From an optimization exercise on the open Yosys and OpenROAD flow, aimed at small area; shortcuts taken in it are not production practice.
The RTL of this run was laid out without a check of its function.
Power is estimated from default activity; no workload was simulated.

<file path="flow/config.mk">
export PLATFORM = sky130hd
export DESIGN_NAME = main_mem_responder
export DESIGN_NICKNAME = main_mem_responder
export VERILOG_FILES = /design/flow/design.v
export SDC_FILE = /design/flow/constraint.sdc
export NUM_CORES = 4
export LEC_CHECK = 0
export CAP_MARGIN = 20
export CORE_MARGIN = 2
export CORE_UTILIZATION = 30
export PLACE_DENSITY = 0.38
export SLEW_MARGIN = 20
</file>
<file path="flow/constraint.sdc">
create_clock -name core_clock -period 8.0 [get_ports {clk}]
set_input_delay 1.6000 -clock core_clock [delete_from_list [all_inputs] [get_ports {clk}]]
set_output_delay 1.6000 -clock core_clock [all_outputs]
set_load 0.01 [all_outputs]
</file>
<file path="flow/design.v">
module main_mem_responder #(
  parameter int unsigned AW          = 8,
  parameter int unsigned DW          = 16,
  parameter int unsigned DEPTH       = 256,
  parameter int unsigned TURN_CYCLES = 1
) (
  input  logic          clk,
  input  logic          rst,
  input  logic [AW-1:0] mem_addr,
  input  logic          mem_write_en,
  input  logic [DW-1:0] bus_in,
  output logic [DW-1:0] bus_out,
  output logic          bus_oe,
  input  logic          load_valid,
  output logic          load_ready,
  input  logic [AW-1:0] load_addr,
  input  logic [DW-1:0] load_data,
  output logic [AW:0]   load_count,
  output logic          busy_turn
);
  localparam int unsigned CW = $clog2(TURN_CYCLES + 1);
  localparam logic [CW-1:0] TurnInit = CW'(TURN_CYCLES - 1);
  localparam logic [AW:0] CountMax = (AW + 1)'(DEPTH);
  typedef enum logic [1:0] {StHold, StTurn, StDrive, StWrite} state_e;
  state_e        state_q;
  logic [CW-1:0] turn_cnt_q;
  logic [DW-1:0] store [DEPTH];
  logic          load_fire;
  assign bus_oe     = (state_q == StDrive) & ~mem_write_en;
  assign busy_turn  = (state_q == StHold) | (state_q == StTurn);
  assign load_ready = ~rst & (state_q != StHold) & ~mem_write_en;
  assign load_fire  = load_valid & load_ready;
  always_ff @(posedge clk or posedge rst) begin
    if (rst) begin
      state_q    <= StHold;
      turn_cnt_q <= '0;
    end else begin
      unique case (state_q)
        StHold: begin
          if (mem_write_en) begin
            state_q <= StWrite;
          end else begin
            state_q    <= StTurn;
            turn_cnt_q <= TurnInit;
          end
        end
        StTurn: begin
          if (mem_write_en) begin
            state_q <= StWrite;
          end else if (turn_cnt_q == '0) begin
            state_q <= StDrive;
          end else begin
            turn_cnt_q <= turn_cnt_q - CW'(1);
          end
        end
        StDrive: begin
          if (mem_write_en) begin
            state_q <= StWrite;
          end
        end
        StWrite: begin
          if (!mem_write_en) begin
            state_q    <= StTurn;
            turn_cnt_q <= TurnInit;
          end
        end
        default: state_q <= StHold;
      endcase
    end
  end
  always_ff @(posedge clk or posedge rst) begin
    if (rst) begin
      for (int unsigned i = 0; i < DEPTH; i++) begin
        store[i] <= '0;
      end
    end else if (mem_write_en) begin
      store[mem_addr] <= bus_in;
    end else if (load_fire) begin
      store[load_addr] <= load_data;
    end
  end
  always_ff @(posedge clk or posedge rst) begin
    if (rst) begin
      bus_out <= '0;
    end else if (!mem_write_en) begin
      bus_out <= store[mem_addr];
    end
  end
  always_ff @(posedge clk or posedge rst) begin
    if (rst) begin
      load_count <= '0;
    end else if (load_fire && (load_count != CountMax)) begin
      load_count <= load_count + (AW + 1)'(1);
    end
  end
endmodule
</file>
<file path="flow/run.sh">
#!/bin/bash
# synth_recipe.tcl (not shown) runs the flow's synth.tcl, then flattens the netlist and writes it again
# the make line also repeats each setting of config.mk as NAME=value (left out here)
make -C /OpenROAD-flow-scripts/flow DESIGN_CONFIG=/design/flow/config.mk WORK_HOME=/design/flow/orfs CLKGATE_MAP_FILE= SYNTH_SCRIPT=/design/flow/synth_recipe.tcl finish
</file>
==> impl_metrics.csv <==
group,metric,value,unit
clock_tree,ctsResizeCount,0,
setup_path,cp_slowest_cell,"nor4_1",
setup_path,path_cells,"buf_2 -> buf_4 -> or4b_4 -> nor2_2 -> buf_4 -> a22oi_1 -> nand4_1 -> or4_1 -> nor4_1 -> buf_4 -> a21oi_1",
route,wl,1140,mm
clock_tree,root_buffer,"clkbuf_16",
clock_tree,cts_hold_buf,0,
grt,grt_max_degree,155,
setup_path,end_kind,"flip-flop",
yosys,synth_top_area_share,58.6,%
grt,antenna_found_initial,139,
yosys,synth_edf_count,0,
setup_path,crit_type,"in2reg",
final_layout,nFillCells,59500,
power_and_ir_drop,power,52.0,mW
yosys,yosysWarningCount,2,
timing,worst-slew-pin-transition,1420,ps
final_layout,drive_gt1_share,12.2,%
route,via_per_inst,6.04,
power_and_ir_drop,pwr-share-comb,9.4,%
grt,grt_pass1_vias,148000,
clock_tree,htree_num_levels,5,
yosys,netlist_area,176000,sq um
place,place_ws,1010,ps
yosys,ys_top_cells_by_count,"4277 x a21oi_1, 4272 x nor2_1, 4123 x dfrtp_1, 1221 x clkbuf_1, 909 x nand3_1",
route,antenna_left,0,
power_and_ir_drop,net-switching-power,14.5,mW
route,wl_per_cell,42.6,um
clock_tree,cts_setup_buffers,0,
route,drc_errors,0,
final_layout,instances_no_fill,26700,
yosys,syn_inst,18700,
place,dp_hpwl,779,mm
setup_path,crit_buf_inv,4,
power_and_ir_drop,seqPwrFrac,46.3,%
yosys,synth-seq-cells,4123,
timing,clock_skew,117,ps
yosys,synth_flop_cell,"dfrtp_1",
yosys,synth_top_area_cell,"dfrtp_1",
timing,setup_ws,1700,ps
yosys,synth.distinct_cells,68,
timing,setup_viol,0,
power_and_ir_drop,clkPwrFrac,44.3,%
setup_path,critPathLaunchType,"input port",
die,start_util,30.1,%
setup_path,cp.arrival,7280,ps
clock_tree,cts_tree,"done",
outcome,status,"timing/DRC/antenna clean",
yosys,synthArstFlopShare,100,%
clock_tree,cts.clk_slew.worst_paths,60,ps
place,place_area,193000,sq um
route,dr_total_vias,161000,
power_and_ir_drop,p_int,37.5,mW
die,die_h,770,um
timing,worst_slew_margin_rel,5.04,%
timing,min_period,6300,ps
setup_path,crit_path_frequent_cell,"buf_4",
route,dr.pass1.iters,7,
power_and_ir_drop,power_leakage,91.7,nW
die,rows,281,
timing,finalMaxSlewViolations,0,
power_and_ir_drop,power_density,247,nW/um^2
power_and_ir_drop,ir_drop,0.195,mV
timing,rsz0062_at_grt,"false",
grt,grt-ovfl-total,0,
grt,grt_util_all_layers,37.2,%
final_layout,area_delta_synth_final,19.3,%
yosys,ys_seq_area_share,58.6,%
clock_tree,numCtsBuffers,480,
yosys,netlist_top_cells_area,"dfrtp_1 59%, a21oi_1 12%, nor2_1 9.1%",
place,io_buffers,79,
clock_tree,cts_num_sinks,4123,
setup_path,crit_family,"simple AND/OR/NAND/NOR gates",
clock_tree,cts.path.max_buffers,4,
setup_path,worstPathRequired,8990,ps
timing,hold_viol_final,0,
die,dieArea,593000,sq um
setup_path,cp_max_fo,20,
final_layout,final_util,35.9,%
timing,fmax,159,MHz
grt,grt_pass1_wl,1480,mm
die,core_area,585000,sq um
yosys,syn_avg_cell_area,9.42,sq um
place,place_congestion,1.01,
die,die_x,770,um
route,first_iter_violations,23100,
timing,finalCritPeriodShare,78.7,%
die,io_pins,80,
place,dp_cells,25600,
hold_path,hp-class,"reg2reg",
clock_tree,insertion_delay,1140,ps
yosys,synth_most_common_cell,"a21oi_1",
final_layout,stdcell_area,210000,sq um
power_and_ir_drop,power.share.switching,27.9,%
setup_path,max_stage_delay,990,ps
yosys,synth_nets,18800,
final_layout,fin_nets,18400,
job,max-cap-violations,0,
## cells in the final DEF, fill, tap and decap left out, types with 57 or more instances in the layout
cell	n
a21oi_1	4272
nor2_1	4206
dfrtp_1	4123
nand3_1	902
a22oi_1	879
buf_4	814
clkbuf_16	482
nand4_1	314
a32oi_1	267
o22ai_1	226
and3_1	210
buf_12	181
nand2_1	176
a22o_1	156
diode_2	154
clkbuf_8	140
clkbuf_1	120
o22ai_4	106
nor4_1	91
clkinv_2	79
clkdlybuf4s50_1	70
or4_1	69
o32ai_4	66
o21ai_4	59
a2111oi_0	57
## worst min-delay path, stage by stage, from the launching register on
cell     delay [ps]
dfrtp_1         340
nor2_1           50
a21oi_1         100
## final timing paths
path                       cells after the start           start  slack [ps]             end
max                                           11     mem_addr[4]        1700     bus_out[14]
max reg2reg                                   11      state_q[0]        3000    store[55][5]
min in group asynchronous                      2             rst         950    store[14][4]
min reg2reg                                    2  store[128][10]         520  store[128][10]
min                                            2  store[128][10]         520  store[128][10]
max in group asynchronous                      6             rst        4990    store[25][1]
## logic make-up (layout without fill, tap and decap cells)
logic type,after synthesis,count (layout),share of synthesized area [%]
compound gates,6333,6333,21.2
xor+xnor,8,8,0.0398
fa+ha+maj,6,6,0.0426
buf+inv,1952,1983,4.60
flops,4123,4123,58.6
mux,21,21,0.121
other cells,0,154,0
simple gates,6253,6253,15.4
## per-layer routing
metal	global-route usage [%]	part of all wire, %	vias up
li1	-	-	66000
met1	48.4	40	82800
met2	53.8	42	9760
met3	10.9	10	2578
met4	24.3	8.0	50
met5	0.0162	0.044	-
## through the flow
step / hold WS, ps / TNS [ps]
floorplan: 487 / -
global placement: 500 / -26.3
detailed placement: 511 / 0
CTS: 523 / 0
global route: 533 / 0
finish: 522 / 0
## power by group through the flow
stage / registers (mW) / logic, mW / clock network [mW]
4_1_cts: 24.0 / 4.81 / 23.3
2_1_floorplan: 24.4 / 2.90 / 0
3_3_place_gp: 24.4 / 4.70 / 0
5_1_grt: 24.3 / 5.28 / 24.1
6_report: 24.1 / 4.89 / 23.0
3_5_place_dp: 24.4 / 4.81 / 0
## cell type report
cell class,instances,area (sq um),area share (%)
Antenna cell,154,385,0.183
Clock buffer,741,14400,6.86
Clock inverter,136,1750,0.830
Inverter,9,45.0,0.0214
Multi-Input combinational cell,12600,69800,33.2
Sequential cell,4123,103000,49.1
Tap cell,7782,9740,4.63
Timing Repair Buffer,1097,10900,5.20
## registers in the layout, indices dropped and copies added (netlist names)
name and flops:
bus_out 16, load_count 9, state_q 2, store 4096

port drivers added, routing unchanged:
The results above use ideal ports. As a check the final layout listed here was re-extracted and re-timed, cells and wires unchanged. Step 1 sets driving cells, clkbuf_16 on the clock port and buf_2 on the other inputs (assumed; they add their load-dependent delay and slew). Step 2 also shifts input and output timing later by t, the mid clock arrival at the registers, as if the neighbouring blocks saw the same clock. a / b / c = ideal / step 1 / step 2; a / b = the first two.
t (ns): 1.224
slack for setup (ns): 1.704 / 1.811 / 0.587
worst setup path at the end: input to register
slew at the worst register clock pin (ns): 0.07 / 0.07
cell pins on the clock port's net: 1
After both steps setup and hold are still met in this run. For this run, drivers alone change the setup slack by +0.107 ns; drivers and shift together by -1.117 ns.
